This is an optimization exercise on Yosys and OpenROAD, whose aim is small area, not a production implementation. In this exercise RTL edits were held to simulation tests only and were not proved equivalent to the original.

==> trial 87 <==
==> flow/design.v (excerpt) <==
module gauss_filter_top
(
  input  logic   clk,
  input  logic   rst,
  input  gauss_pkg::pixel_t pa,
  input  gauss_pkg::pixel_t pb,
  input  gauss_pkg::pixel_t pc,
  input  gauss_pkg::pixel_t pd,
  input  gauss_pkg::pixel_t pe,
  output gauss_pkg::pixel_t p_out
);
==> flow/config.mk <==
export PLATFORM = sky130hd
export DESIGN_NAME = gauss_filter_top
export DESIGN_NICKNAME = gauss_filter_top
export VERILOG_FILES = /design/flow/design.v
export SDC_FILE = /design/flow/constraint.sdc
export NUM_CORES = 4
export LEC_CHECK = 0
export CAP_MARGIN = 20
export CORE_MARGIN = 2
export CORE_UTILIZATION = 70
export CTS_BUF_LIST = sky130_fd_sc_hd__clkbuf_8
export CTS_CLUSTER_DIAMETER = 60
export CTS_CLUSTER_SIZE = 16
export GPL_TIMING_DRIVEN = 0
export PLACE_DENSITY = 0.8
export SLEW_MARGIN = 20
export SYNTH_HIERARCHICAL = 1
==> flow/constraint.sdc <==
create_clock -name core_clock -period 5.0 [get_ports {clk}]
set_input_delay 1.0000 -clock core_clock [delete_from_list [all_inputs] [get_ports {clk}]]
set_output_delay 1.0000 -clock core_clock [all_outputs]
set_load 0.01 [all_outputs]
standard.sh (not shown) runs the stock make flow with config.mk's settings and CLKGATE_MAP_FILE= SYNTH_SCRIPT=/design/flow/synth_recipe.tcl, a recipe that flattens the netlist after the stock synthesis.
==> flow/flow/run.sh <==
#!/bin/bash
cp standard.sh standard_copy.txt
export BUFFER_PORTS_ARGS="-buffer_cell sky130_fd_sc_hd__buf_1"
export CTS_ARGS="-sink_clustering_enable -repair_clock_nets -dont_use_dummy_load -buf_list sky130_fd_sc_hd__clkbuf_8 -sink_clustering_size 18 -sink_clustering_max_diameter 50"
bash standard.sh finish > standard_flow.log 2>&1
==> build 70 (differences from trial 87) <==
==> flow/flow/run.sh (replaced) <==
#!/bin/bash
cp standard.sh standard_copy.txt
export BUFFER_PORTS_ARGS="-buffer_cell sky130_fd_sc_hd__buf_1"
export CTS_ARGS="-sink_clustering_enable -repair_clock_nets -dont_use_dummy_load -buf_list sky130_fd_sc_hd__clkbuf_8 -sink_clustering_size 16 -sink_clustering_max_diameter 60"
bash standard.sh finish > standard_flow.log 2>&1
- ABC_AREA: unset -> 1
==> comparison table <==
| item | trial 87 | build 70 |
|---|---|---|
| Result of the run | complete, no violations | complete, no violations |
| Routed met3 length | 612 µm | 529 µm |
| Final core utilization | 76.0% | 75.4% |
| Via count of the first global-routing pass | 6547 | 6866 |
| Post-synthesis simple-gate area fraction | 5.19% | 7.78% |
| Post-synthesis sequential area ratio | 51.3% | 49.6% |
| Worst hold margin | 0.308 ns | 0.326 ns |
| Share of Yosys cell area claimed by the top area cell type | 51.3% | 49.6% |
| Mux cell area share after synthesis | 0.0823% | 0% |
| Transition time at the pin with the least slew margin | 0.805 ns | 0.658 ns |
| Number of setup buffers added after CTS | 0 | 1 |
| Combined global-route utilization of all metal layers | 23.6% | 21.6% |
| Clk slew on worst S/H paths | 0.08 ns | 0.10 ns |
| # placed instances | 1039 | 1194 |

==> job 9611: inputs <==
Starting RTL as in the previous note.
==> flow/design.v (excerpt) <==
module gauss_filter_top
(
  input  logic   clk,
  input  logic   rst,
  input  gauss_pkg::pixel_t pa,
  input  gauss_pkg::pixel_t pb,
  input  gauss_pkg::pixel_t pc,
  input  gauss_pkg::pixel_t pd,
  input  gauss_pkg::pixel_t pe,
  output gauss_pkg::pixel_t p_out
);
export LEC_CHECK = 0
export CAP_MARGIN = 20
export CORE_MARGIN = 2
export CORE_UTILIZATION = 70
export CTS_BUF_LIST = sky130_fd_sc_hd__clkbuf_8
export CTS_CLUSTER_DIAMETER = 60
export CTS_CLUSTER_SIZE = 16
export GPL_TIMING_DRIVEN = 0
export PLACE_DENSITY = 0.8
export SLEW_MARGIN = 20
export SYNTH_HIERARCHICAL = 1
create_clock -name core_clock -period 5.0 [get_ports {clk}]
==> flow/flow/run.sh <==
#!/bin/bash
cp standard.sh standard_copy.txt
export BUFFER_PORTS_ARGS="-buffer_cell sky130_fd_sc_hd__buf_1"
export CTS_ARGS="-sink_clustering_enable -repair_clock_nets -dont_use_dummy_load -buf_list sky130_fd_sc_hd__clkbuf_8 -sink_clustering_size 20 -sink_clustering_max_diameter 55"
bash standard.sh finish > standard_flow.log 2>&1
==> job 9957: changes against job 9611 <==
==> flow/flow/run.sh (replaced) <==
#!/bin/bash
cp standard.sh standard_copy.txt
export BUFFER_PORTS_ARGS="-buffer_cell sky130_fd_sc_hd__buf_1"
export CTS_ARGS="-sink_clustering_enable -repair_clock_nets -dont_use_dummy_load -buf_list sky130_fd_sc_hd__clkbuf_8 -sink_clustering_size 18 -sink_clustering_max_diameter 60"
bash standard.sh finish > standard_flow.log 2>&1
==> job 762: changes against job 9611 <==
==> flow/flow/run.sh (replaced) <==
#!/bin/bash
cp standard.sh standard_copy.txt
export BUFFER_PORTS_ARGS="-buffer_cell sky130_fd_sc_hd__buf_1"
export CTS_ARGS="-sink_clustering_enable -repair_clock_nets -dont_use_dummy_load -buf_list sky130_fd_sc_hd__clkbuf_8 -sink_clustering_size 16 -sink_clustering_max_diameter 60"
bash standard.sh finish > standard_flow.log 2>&1
==> comparison <==
In non-clock buffer count, job 9957 and job 9611 do not differ. Global-route usage: job 762 > job 9611 > job 9957. In count of clock-buffer cells in the layout, job 9611 and job 9957 do not differ. Hold slack: job 9957 is worse than job 762 (0.030 ns). The highest maximum frequency belongs to job 9611, the lowest to job 9957. Synthesized area is the same in job 9957 and job 9611. The lowest wire length belongs to job 9957, the highest to job 762. Sequential share of layout area, highest first: job 9957, job 9611, job 762.

==> juniper: inputs <==
Another version of the RTL of gauss_filter_top (not shown whole).
Settings: LEC_CHECK=0, CAP_MARGIN=20, CORE_MARGIN=2, CORE_UTILIZATION=70, CTS_BUF_LIST=sky130_fd_sc_hd__clkbuf_8, CTS_CLUSTER_DIAMETER=60, CTS_CLUSTER_SIZE=16, GPL_ROUTABILITY_DRIVEN=0, GPL_TIMING_DRIVEN=0, PLACE_DENSITY=0.8, SLEW_MARGIN=20, SYNTH_HIERARCHICAL=1; clock period 5.0 ns.
==> flow/flow/run.sh <==
#!/bin/bash
cp standard.sh standard_copy.txt
export BUFFER_PORTS_ARGS="-buffer_cell sky130_fd_sc_hd__buf_1"
export CTS_ARGS="-sink_clustering_enable -repair_clock_nets -dont_use_dummy_load -buf_list sky130_fd_sc_hd__clkbuf_8 -sink_clustering_size 16 -sink_clustering_max_diameter 60"
bash standard.sh finish > standard_flow.log 2>&1
==> willow (differences from juniper) <==
--- a/flow/config.mk
+++ b/flow/config.mk
@@ -8,11 +8,10 @@
 export CAP_MARGIN = 20
 export CORE_MARGIN = 2
-export CORE_UTILIZATION = 70
+export CORE_UTILIZATION = 60
 export CTS_BUF_LIST = sky130_fd_sc_hd__clkbuf_8
 export CTS_CLUSTER_DIAMETER = 60
 export CTS_CLUSTER_SIZE = 16
-export GPL_ROUTABILITY_DRIVEN = 0
 export GPL_TIMING_DRIVEN = 0
-export PLACE_DENSITY = 0.8
+export PLACE_DENSITY = 0.7
 export SLEW_MARGIN = 20
 export SYNTH_HIERARCHICAL = 1
==> notes.md <==
| metric | willow | juniper |
|---|---|---|
| Routed vias | 5459 | 5421 |
| Post-CTS repair timing setup buffer count | 0 | 1 |
| Number of gates resized after CTS | 2 | 6 |
| Area inside the core boundary | 0.0202 sq mm | 0.0172 sq mm |
| Number of core rows | 52 | 48 |
| Result of the run | complete, no violations | complete, no violations |
| Beginning of the worst hold path | dly[8][0]$_DFF_P_ | dly[8][3]$_DFF_P_ |
| Logic depth of the worst setup path including buffers | 12 | 13 |
| Wl on met1 | 8.17 mm | 7.78 mm |
| Final worst path period need | 4.82 ns | 4.83 ns |
| Area added between synthesis and finish | 7.24% | 6.73% |
| Arrival time of data at the critical path endpoint | 5.27 ns | 5.21 ns |
| Layout clock buffer count | 24 | 23 |
| Die extent in x | 147 microns | 137 microns |
| Initial cell density of the core | 0.610 | 0.716 |

==> inputs of 09-14 <==
Another version of the RTL of gauss_filter_top (not shown whole).
Design gauss_filter_top, start of the top module:
module gauss_filter_top
(
  input  logic   clk,
  input  logic   rst,
  input  gauss_pkg::pixel_t pa,
  input  gauss_pkg::pixel_t pb,
  input  gauss_pkg::pixel_t pc,
  input  gauss_pkg::pixel_t pd,
  input  gauss_pkg::pixel_t pe,
  output gauss_pkg::pixel_t p_out
);
export LEC_CHECK = 0
export CAP_MARGIN = 20
export CORE_MARGIN = 2
export CORE_UTILIZATION = 70
export CTS_BUF_LIST = sky130_fd_sc_hd__clkbuf_4
export CTS_CLUSTER_DIAMETER = 50
export CTS_CLUSTER_SIZE = 10
export GPL_TIMING_DRIVEN = 0
export PLACE_DENSITY = 0.8
export SLEW_MARGIN = 20
export SYNTH_HIERARCHICAL = 1
create_clock -name core_clock -period 5.0 [get_ports {clk}]
==> flow/flow/run.sh <==
#!/bin/bash
cp standard.sh standard_copy.txt
export BUFFER_PORTS_ARGS="-buffer_cell sky130_fd_sc_hd__buf_1"
bash standard.sh finish > standard_flow.log 2>&1
==> 06-16: changes against 09-14 <==
==> flow/flow/run.sh (replaced) <==
#!/bin/bash
cp standard.sh standard_copy.txt
export BUFFER_PORTS_ARGS="-buffer_cell sky130_fd_sc_hd__buf_1"
export CTS_ARGS="-sink_clustering_enable -repair_clock_nets -dont_use_dummy_load -buf_list sky130_fd_sc_hd__clkbuf_8 -sink_clustering_size 16 -sink_clustering_max_diameter 60"
bash standard.sh finish > standard_flow.log 2>&1
--- a/flow/config.mk
+++ b/flow/config.mk
@@ -9,7 +9,7 @@
 export CORE_MARGIN = 2
 export CORE_UTILIZATION = 70
-export CTS_BUF_LIST = sky130_fd_sc_hd__clkbuf_4
-export CTS_CLUSTER_DIAMETER = 50
-export CTS_CLUSTER_SIZE = 10
+export CTS_BUF_LIST = sky130_fd_sc_hd__clkbuf_8
+export CTS_CLUSTER_DIAMETER = 60
+export CTS_CLUSTER_SIZE = 16
 export GPL_TIMING_DRIVEN = 0
 export PLACE_DENSITY = 0.8
==> 02-07: changes against 09-14 <==
--- a/flow/config.mk
+++ b/flow/config.mk
@@ -9,7 +9,7 @@
 export CORE_MARGIN = 2
 export CORE_UTILIZATION = 70
-export CTS_BUF_LIST = sky130_fd_sc_hd__clkbuf_4
-export CTS_CLUSTER_DIAMETER = 50
-export CTS_CLUSTER_SIZE = 10
+export CTS_BUF_LIST = sky130_fd_sc_hd__clkbuf_16
+export CTS_CLUSTER_DIAMETER = 80
+export CTS_CLUSTER_SIZE = 30
 export GPL_TIMING_DRIVEN = 0
 export PLACE_DENSITY = 0.8
==> notes.md <==
- Synthesized cell count is the same in 06-16 and 02-07.
- The lowest via count belongs to 02-07, the highest to 09-14.
- Critical path depth is the same in 09-14 and 06-16.
- Non-clock buffer count is the same in 09-14 and 06-16.
- Fmax: 09-14 < 06-16 < 02-07.
- Of 02-07 and 09-14, 09-14 has the higher clock-buffer cell count (gap 24).
- Sequential share of layout area, highest first: 06-16, 09-14, 02-07.
- In synthesized area, 02-07 and 09-14 do not differ.
- Worst setup slack, lowest first: 09-14, 06-16, 02-07.

==> fjord: inputs <==
RTL: one of the versions met above, not the one the previous note started from.
Settings: LEC_CHECK=0, CAP_MARGIN=20, CORE_MARGIN=2, CORE_UTILIZATION=70, CTS_BUF_LIST=sky130_fd_sc_hd__clkbuf_8, CTS_CLUSTER_DIAMETER=60, CTS_CLUSTER_SIZE=16, GPL_TIMING_DRIVEN=0, PLACE_DENSITY=0.8, SLEW_MARGIN=20, SYNTH_HIERARCHICAL=1; clock period 5.0 ns.
==> flow/flow/run.sh <==
#!/bin/bash
cp standard.sh standard_copy.txt
export BUFFER_PORTS_ARGS="-buffer_cell sky130_fd_sc_hd__buf_1"
export CTS_ARGS="-sink_clustering_enable -repair_clock_nets -dont_use_dummy_load -buf_list sky130_fd_sc_hd__clkbuf_8 -sink_clustering_size 16 -sink_clustering_max_diameter 60"
bash standard.sh finish > standard_flow.log 2>&1
==> raven (differences from fjord) <==
--- a/flow/config.mk
+++ b/flow/config.mk
@@ -7,11 +7,11 @@
 export LEC_CHECK = 0
 export CAP_MARGIN = 20
 export CORE_MARGIN = 2
-export CORE_UTILIZATION = 70
+export CORE_UTILIZATION = 80
 export CTS_BUF_LIST = sky130_fd_sc_hd__clkbuf_8
 export CTS_CLUSTER_DIAMETER = 60
 export CTS_CLUSTER_SIZE = 16
 export GPL_TIMING_DRIVEN = 0
-export PLACE_DENSITY = 0.8
+export PLACE_DENSITY = 0.85
 export SLEW_MARGIN = 20
 export SYNTH_HIERARCHICAL = 1
==> delta (differences from fjord) <==
--- a/flow/config.mk
+++ b/flow/config.mk
@@ -7,11 +7,11 @@
 export LEC_CHECK = 0
 export CAP_MARGIN = 20
 export CORE_MARGIN = 2
-export CORE_UTILIZATION = 70
+export CORE_UTILIZATION = 75
 export CTS_BUF_LIST = sky130_fd_sc_hd__clkbuf_8
 export CTS_CLUSTER_DIAMETER = 60
 export CTS_CLUSTER_SIZE = 16
 export GPL_TIMING_DRIVEN = 0
-export PLACE_DENSITY = 0.8
+export PLACE_DENSITY = 0.9
 export SLEW_MARGIN = 20
 export SYNTH_HIERARCHICAL = 1
==> comparison table <==
| metric | raven | fjord | delta |
|---|---|---|---|
| DP Worst Slack | -0.156 ns | -0.0911 ns | -0.151 ns |
| Layout Cell Area excl Fill | 13100 µm² | 13200 µm² | 13200 µm² |
| Highest Clock Rate | 205 MHz | 207 MHz | 205 MHz |
| Met3 routed wirelength | 872 µm | 683 µm | 899 µm |
| Status | finished clean | finished clean | finished clean |
| Critical path fanouts, max | 5 | 6 | 3 |
| Post-layout instance count excluding filler cells | 1042 | 1078 | 1069 |
| Fraction of final layout cells with drive strength greater than 1 | 8.78% | 8.44% | 8.91% |
| Routed length per instance | 20.5 µm | 17.3 µm | 20.2 µm |
| Worst stage delay on the critical path | 0.45 ns | 0.48 ns | 0.45 ns |
| RD Place Congestion | 0.841 | 0.823 | 0.856 |
| Met2 WL post-DR | 11.6 mm | 9.77 mm | 11.6 mm |
| Post-Place Cell Area | 12800 µm² | 12800 µm² | 12800 µm² |
| Capture point of the critical path | r4p[12] | r3p[11] | r4p[12] |
| Endpoint of the most critical register-to-register path | r4p[12] | r3p[11] | r4p[12] |
| Unrepaired setup endpoints after global routing | - | no | no |
| Fraction of area in multi-input gates | 44.1% | 44.0% | 44.0% |
| Critical hold path startpoint | dly[12][7] | dly[8][3] | dly[9][0] |
| DR pass1 iterations | 5 | 4 | 4 |
| Slowest library cell on the worst path | fa_1 | dfxtp_2 | fa_1 |

==> run a <==
gauss_filter_top, a different RTL version from the one above (not shown whole).
==> flow/design.v (excerpt) <==
module gauss_filter_top
(
  input  logic   clk,
  input  logic   rst,
  input  gauss_pkg::pixel_t pa,
  input  gauss_pkg::pixel_t pb,
  input  gauss_pkg::pixel_t pc,
  input  gauss_pkg::pixel_t pd,
  input  gauss_pkg::pixel_t pe,
  output gauss_pkg::pixel_t p_out
);
  localparam int ODLY = 21;                 
  logic [8:0] x04, x13;
  logic [7:0] x2;
  always_ff @(posedge clk) begin
    if (rst) begin
      x04 <= '0;
      x13 <= '0;
      x2  <= '0;
    end else begin
      x04 <= {1'b0, pa} + {1'b0, pe};
      x13 <= {1'b0, pb} + {1'b0, pd};
      x2  <= pc;
    end
  end
  logic [12:0] v0;
  logic [14:0] v1;
  logic [15:0] v2;
  logic [10:0] q1;
  logic [11:0] q2;
  assign v0 = 13'(x04) + 13'({x13, 2'b00}) + 13'({x2, 3'b000}) - 13'(x2);
  assign v1 = 15'({v0, 2'b00}) - 15'({x2, 1'b0});
  assign v2 = 16'(7 * x04) + 16'(26 * x13) + 16'(41 * x2);
  assign q1 = 11'(x13) + 11'(3 * x2);
  assign q2 = 12'(3 * x13) + 12'({x2, 2'b00});
  logic [12:0] r1;
  logic [14:0] r2p;
  logic [10:0] r2q;
  logic [15:0] r3p;
  logic [11:0] r3q;
  logic [15:0] r4p;
  logic [7:0]  r4q;                         
  logic [12:0] r4q_full;
  assign r4q_full = 13'(r3q) + 13'(q1);
  always_ff @(posedge clk) begin
    if (rst) begin
      r1  <= '0;
      r2p <= '0;
      r2q <= '0;
      r3p <= '0;
      r3q <= '0;
      r4p <= '0;
      r4q <= '0;
    end else begin
      r1  <= v0;
      r2p <= 15'(r1) + v1;
      r2q <= q1;
      r3p <= 16'(r2p) + v2;
      r3q <= 12'(r2q) + q2;
      r4p <= r3p + 16'(v1);
      r4q <= r4q_full[12:5];
    end
  end
  logic [16:0] pfull;
  logic [19:0] tsum;
  ...
==> module gauss_filter_top, before the edit <==
module gauss_filter_top
(
  input  logic   clk,
  input  logic   rst,
  input  gauss_pkg::pixel_t pa,
  input  gauss_pkg::pixel_t pb,
  input  gauss_pkg::pixel_t pc,
  input  gauss_pkg::pixel_t pd,
  input  gauss_pkg::pixel_t pe,
  output gauss_pkg::pixel_t p_out
);
  localparam int ODLY = 21;                 
  logic [8:0] x04, x13;
  logic [7:0] x2;
  always_ff @(posedge clk) begin
    if (rst) begin
      x04 <= '0;
      x13 <= '0;
      x2  <= '0;
    end else begin
      x04 <= {1'b0, pa} + {1'b0, pe};
      x13 <= {1'b0, pb} + {1'b0, pd};
      x2  <= pc;
    end
  end
  logic [12:0] v0;
  logic [14:0] v1;
  logic [15:0] v2;
  logic [10:0] q1;
  logic [11:0] q2;
  assign v0 = 13'(x04) + 13'({x13, 2'b00}) + 13'({x2, 3'b000}) - 13'(x2);
  assign v1 = 15'({v0, 2'b00}) - 15'({x2, 1'b0});
  assign v2 = 16'(7 * x04) + 16'(26 * x13) + 16'(41 * x2);
  assign q1 = 11'(x13) + 11'(3 * x2);
  assign q2 = 12'(3 * x13) + 12'({x2, 2'b00});
  logic [12:0] r1;
  logic [14:0] r2p;
  logic [10:0] r2q;
  logic [15:0] r3p;
  logic [11:0] r3q;
  logic [15:0] r4p;
  logic [7:0]  r4q;                         
  logic [12:0] r4q_full;
  assign r4q_full = 13'(r3q) + 13'(q1);
  always_ff @(posedge clk) begin
    if (rst) begin
      r1  <= '0;
      r2p <= '0;
      r2q <= '0;
      r3p <= '0;
      r3q <= '0;
      r4p <= '0;
      r4q <= '0;
    end else begin
      r1  <= v0;
      r2p <= 15'(r1) + v1;
      r2q <= q1;
      r3p <= 16'(r2p) + v2;
      r3q <= 12'(r2q) + q2;
      r4p <= r3p + 16'(v1);
      r4q <= r4q_full[12:5];
    end
  end
  logic [16:0] pfull;
  logic [19:0] tsum;
  assign pfull = 17'(r4p) + 17'(v0);
  assign tsum  = {pfull[15:0], 4'b0000} - 20'(pfull) + 20'(r4q);
  logic [7:0] dly [ODLY+1];
  always_ff @(posedge clk) begin
    dly[0] <= tsum[19:12];
    for (int i = 1; i <= ODLY; i++) begin
      dly[i] <= dly[i-1];
    end
  end
  logic [4:0] since_rst;
  always_ff @(posedge clk) begin
    if (rst) begin
      since_rst <= '0;
    end else if (since_rst != 5'd23) begin
      since_rst <= since_rst + 5'd1;
    end
  end
  assign p_out = (since_rst == 5'd23) ? dly[ODLY] : '0;
endmodule
clock: 5.0 ns
lec_check: 0
cap_margin: 20
core_margin: 2
core_utilization: 40
slew_margin: 20
run.sh (not shown) runs the stock make flow with config.mk's settings and CLKGATE_MAP_FILE= SYNTH_SCRIPT=/design/flow/synth_recipe.tcl, a recipe that flattens the netlist after the stock synthesis.
Stock flow here: none of the scripts above is used.
==> run b (differences from run a) <==
==> flow/design.v (replaced) <==
package gauss_pkg;
  typedef logic [8-1:0] pixel_t;
  typedef logic signed [18-1:0] coeff_t;
  typedef logic signed [8+18-1:0] product_t;
  typedef logic signed [48-1:0] sum_t;
endpackage
`timescale 1ns/100ps
module row_delay_line
#(
  parameter int DEPTH = 5                   
) (
  input  logic   clk,
  input  logic   rst,
  input  gauss_pkg::pixel_t din,                       
  output gauss_pkg::pixel_t dout                       
);
  gauss_pkg::pixel_t shreg [DEPTH];                    
  always_ff @(posedge clk) begin
    if (rst) begin
      for (int i = 0; i < DEPTH; i++) begin
        shreg[i] <= '0;                     
      end
    end else begin
      shreg[0] <= din;                      
      for (int i = 1; i < DEPTH; i++) begin
        shreg[i] <= shreg[i-1];             
      end
    end
  end
  assign dout = shreg[DEPTH-1];
endmodule
`timescale 1ns/100ps
module mac_tap
#(
  parameter gauss_pkg::coeff_t COEF = '0               
) (
  input  logic   clk,
  input  logic   rst,
  input  gauss_pkg::pixel_t pix,                       
  input  gauss_pkg::sum_t   sum_in,                    
  output gauss_pkg::sum_t   sum_out                    
);
  localparam gauss_pkg::product_t COEF_EXT = gauss_pkg::product_t'(COEF);
  gauss_pkg::pixel_t   pix_q;                          
  gauss_pkg::product_t pix_ext;                        
  gauss_pkg::product_t prod_q;                         
  gauss_pkg::sum_t     sum_q;                          
  assign pix_ext = gauss_pkg::product_t'(pix_q);       
  always_ff @(posedge clk) begin
    if (rst) begin
      pix_q <= '0;
    end else begin
      pix_q <= pix;
    end
  end
  always_ff @(posedge clk) begin
    if (rst) begin
      prod_q <= '0;
    end else begin
      prod_q <= pix_ext * COEF_EXT;         
    end
  end
  always_ff @(posedge clk) begin
    if (rst) begin
      sum_q <= '0;
    end else begin
      sum_q <= sum_in + gauss_pkg::sum_t'(prod_q);     
    end
  end
  assign sum_out = sum_q;                   
endmodule
`timescale 1ns/100ps
module mac_chain
(
  input  logic   clk,
  input  logic   rst,
  input  gauss_pkg::pixel_t row_a,                     
  input  gauss_pkg::pixel_t row_b,                     
  input  gauss_pkg::pixel_t row_c,
  input  gauss_pkg::pixel_t row_d,
  input  gauss_pkg::pixel_t row_e,
  output gauss_pkg::sum_t   sum                        
);
  localparam logic [25*18-1:0] KERNEL = { 
  18'sh001E0, 18'sh00780, 18'sh00D20, 18'sh00780, 18'sh001E0, 
  18'sh00780, 18'sh01E01, 18'sh030C3, 18'sh01E01, 18'sh00780, 
  18'sh00D20, 18'sh030C3, 18'sh04CE4, 18'sh030C3, 18'sh00D20, 
  18'sh00780, 18'sh01E01, 18'sh030C3, 18'sh01E01, 18'sh00780, 
  18'sh001E0, 18'sh00780, 18'sh00D20, 18'sh00780, 18'sh001E0  
};
  gauss_pkg::pixel_t rows [5];              
  gauss_pkg::sum_t   casc [25+1];              
  assign rows[0] = row_a;
  assign rows[1] = row_b;
  assign rows[2] = row_c;
  assign rows[3] = row_d;
  assign rows[4] = row_e;
  assign casc[0] = '0;                      
  for (genvar r = 0; r < 5; r++) begin : g_row
    for (genvar j = 0; j < 5; j++) begin : g_col
      localparam int K = r * 5 + j;    
      mac_tap #(
        .COEF    (gauss_pkg::coeff_t'(KERNEL[(25-1-K)*18 +: 18]))
      ) u_tap (
        .clk     (clk),
        .rst     (rst),
        .pix     (rows[r]),
        .sum_in  (casc[K]),
        .sum_out (casc[K+1])
      );
    end
  end
  assign sum = casc[25];
endmodule
`timescale 1ns/100ps
module gauss_filter_top
(
  input  logic   clk,
  input  logic   rst,
  input  gauss_pkg::pixel_t pa,                        
  input  gauss_pkg::pixel_t pb,                        
  input  gauss_pkg::pixel_t pc,
  input  gauss_pkg::pixel_t pd,
  input  gauss_pkg::pixel_t pe,
  output gauss_pkg::pixel_t p_out                      
);
  gauss_pkg::pixel_t pb_dly;                           
  gauss_pkg::pixel_t pc_dly;                           
  gauss_pkg::pixel_t pd_dly;                           
  gauss_pkg::pixel_t pe_dly;                           
  gauss_pkg::sum_t   full_sum;                         
  row_delay_line #(.DEPTH(1 * 5)) u_dly_b (
    .clk  (clk),
    .rst  (rst),
    .din  (pb),
    .dout (pb_dly)
  );
  row_delay_line #(.DEPTH(2 * 5)) u_dly_c (
    .clk  (clk),
    .rst  (rst),
    .din  (pc),
    .dout (pc_dly)
  );
  row_delay_line #(.DEPTH(3 * 5)) u_dly_d (
    .clk  (clk),
    .rst  (rst),
    .din  (pd),
    .dout (pd_dly)
  );
  row_delay_line #(.DEPTH(4 * 5)) u_dly_e (
    .clk  (clk),
    .rst  (rst),
    .din  (pe),
    .dout (pe_dly)
  );
  mac_chain u_chain (
    .clk   (clk),
    .rst   (rst),
    .row_a (pa),
    .row_b (pb_dly),
    .row_c (pc_dly),
    .row_d (pd_dly),
    .row_e (pe_dly),
    .sum   (full_sum)
  );
  assign p_out = full_sum[(17 - 0) +: 8];
endmodule
==> impl_metrics.py <==
metrics = {
    "logic_synthesis": {
        "ys_types": 91,
        "synth_fp_nets": 6953,
    },
    "cells_and_area": {
        "nNonClkInverters": 409,
        "final-clk-cell-share_pct": 7.20,
    },
    "global_routing": {
        "grt_util_all_layers_pct": 16.0,
    },
    "status": {
        "status": "no timing/DRC/antenna violations",
    },
    "die": {
        "die_area_mm2": 0.148,
    },
}
That was run b.
==> impl_metrics.py <==
metrics = {
    "timing": {
        "setup_viol": 13,
        "final.setup.worst_slack_ps": -797,
    },
    "status": {
        "so_faults": "negative setup slack",
        "status": "failed layout checks",
    },
    "die": {
        "die_area_mm2": 0.0401,
    },
    "logic_synthesis": {
        "synth_fp_nets": 1809,
    },
    "cells_and_area": {
        "final-clk-cell-share_pct": 4.94,
    },
}
That was run a.

[what the ideal ports hide]
No port has a modelled driver above. Below, the same layouts with a new extraction and two added sets of constraints.
Step 1, drivers: a clkbuf_16 drives clk and a buf_2 each remaining input, both assumed.
Step 2 adds t to the input delays and takes it off the output delays; t is the mean of the earliest and latest rising clock arrival at the registers after step 1. Input paths then give back, and output paths get back, about the clock's delay inside the block.
Slacks: ideal / step 1 / step 2; pairs: ideal / step 1.
run	shift t [ns]	setup WS [ns]	hold slack, ns	worst register clock-pin slew, ns
trial 87	0.575	0.181 / 0.181 / -0.320	0.308 / 0.308 / 0.308	0.10 / 0.10
build 70	0.550	0.207 / 0.207 / -0.234	0.326 / 0.326 / 0.326	0.10 / 0.10
job 9611	0.546	0.190 / 0.190 / -0.337	0.290 / 0.290 / 0.290	0.11 / 0.11
job 9957	0.550	0.159 / 0.159 / -0.348	0.296 / 0.296 / 0.296	0.10 / 0.10
job 762	0.569	0.174 / 0.174 / -0.325	0.326 / 0.326 / 0.326	0.10 / 0.10
juniper	0.566	0.172 / 0.172 / 0.103	0.308 / 0.308 / 0.308	0.11 / 0.11
willow	0.564	0.176 / 0.176 / 0.126	0.315 / 0.315 / 0.315	0.10 / 0.10
09-14	0.669	0.164 / 0.164 / 0.077	0.288 / 0.288 / 0.288	0.11 / 0.11
06-16	0.561	0.169 / 0.169 / 0.059	0.327 / 0.327 / 0.327	0.11 / 0.11
02-07	0.526	0.184 / 0.184 / 0.060	0.327 / 0.327 / 0.327	0.11 / 0.11
fjord	0.566	0.172 / 0.172 / 0.103	0.308 / 0.308 / 0.308	0.11 / 0.11
raven	0.548	0.130 / 0.130 / 0.073	0.324 / 0.324 / 0.324	0.11 / 0.11
delta	0.562	0.123 / 0.123 / 0.068	0.319 / 0.319 / 0.319	0.11 / 0.11
run a	0.631	-0.797 / -0.797 / -0.797	0.303 / 0.303 / 0.303	0.06 / 0.06
run b	0.829	0.433 / 0.433 / 0.433	0.420 / 0.420 / 0.420	0.06 / 0.06
With both steps, setup timing fails in 5 of these runs, where it was met with ideal ports. For job 9611, which loses most, drivers alone change the setup slack by 0.000 ns; drivers and shift together by -0.527 ns.
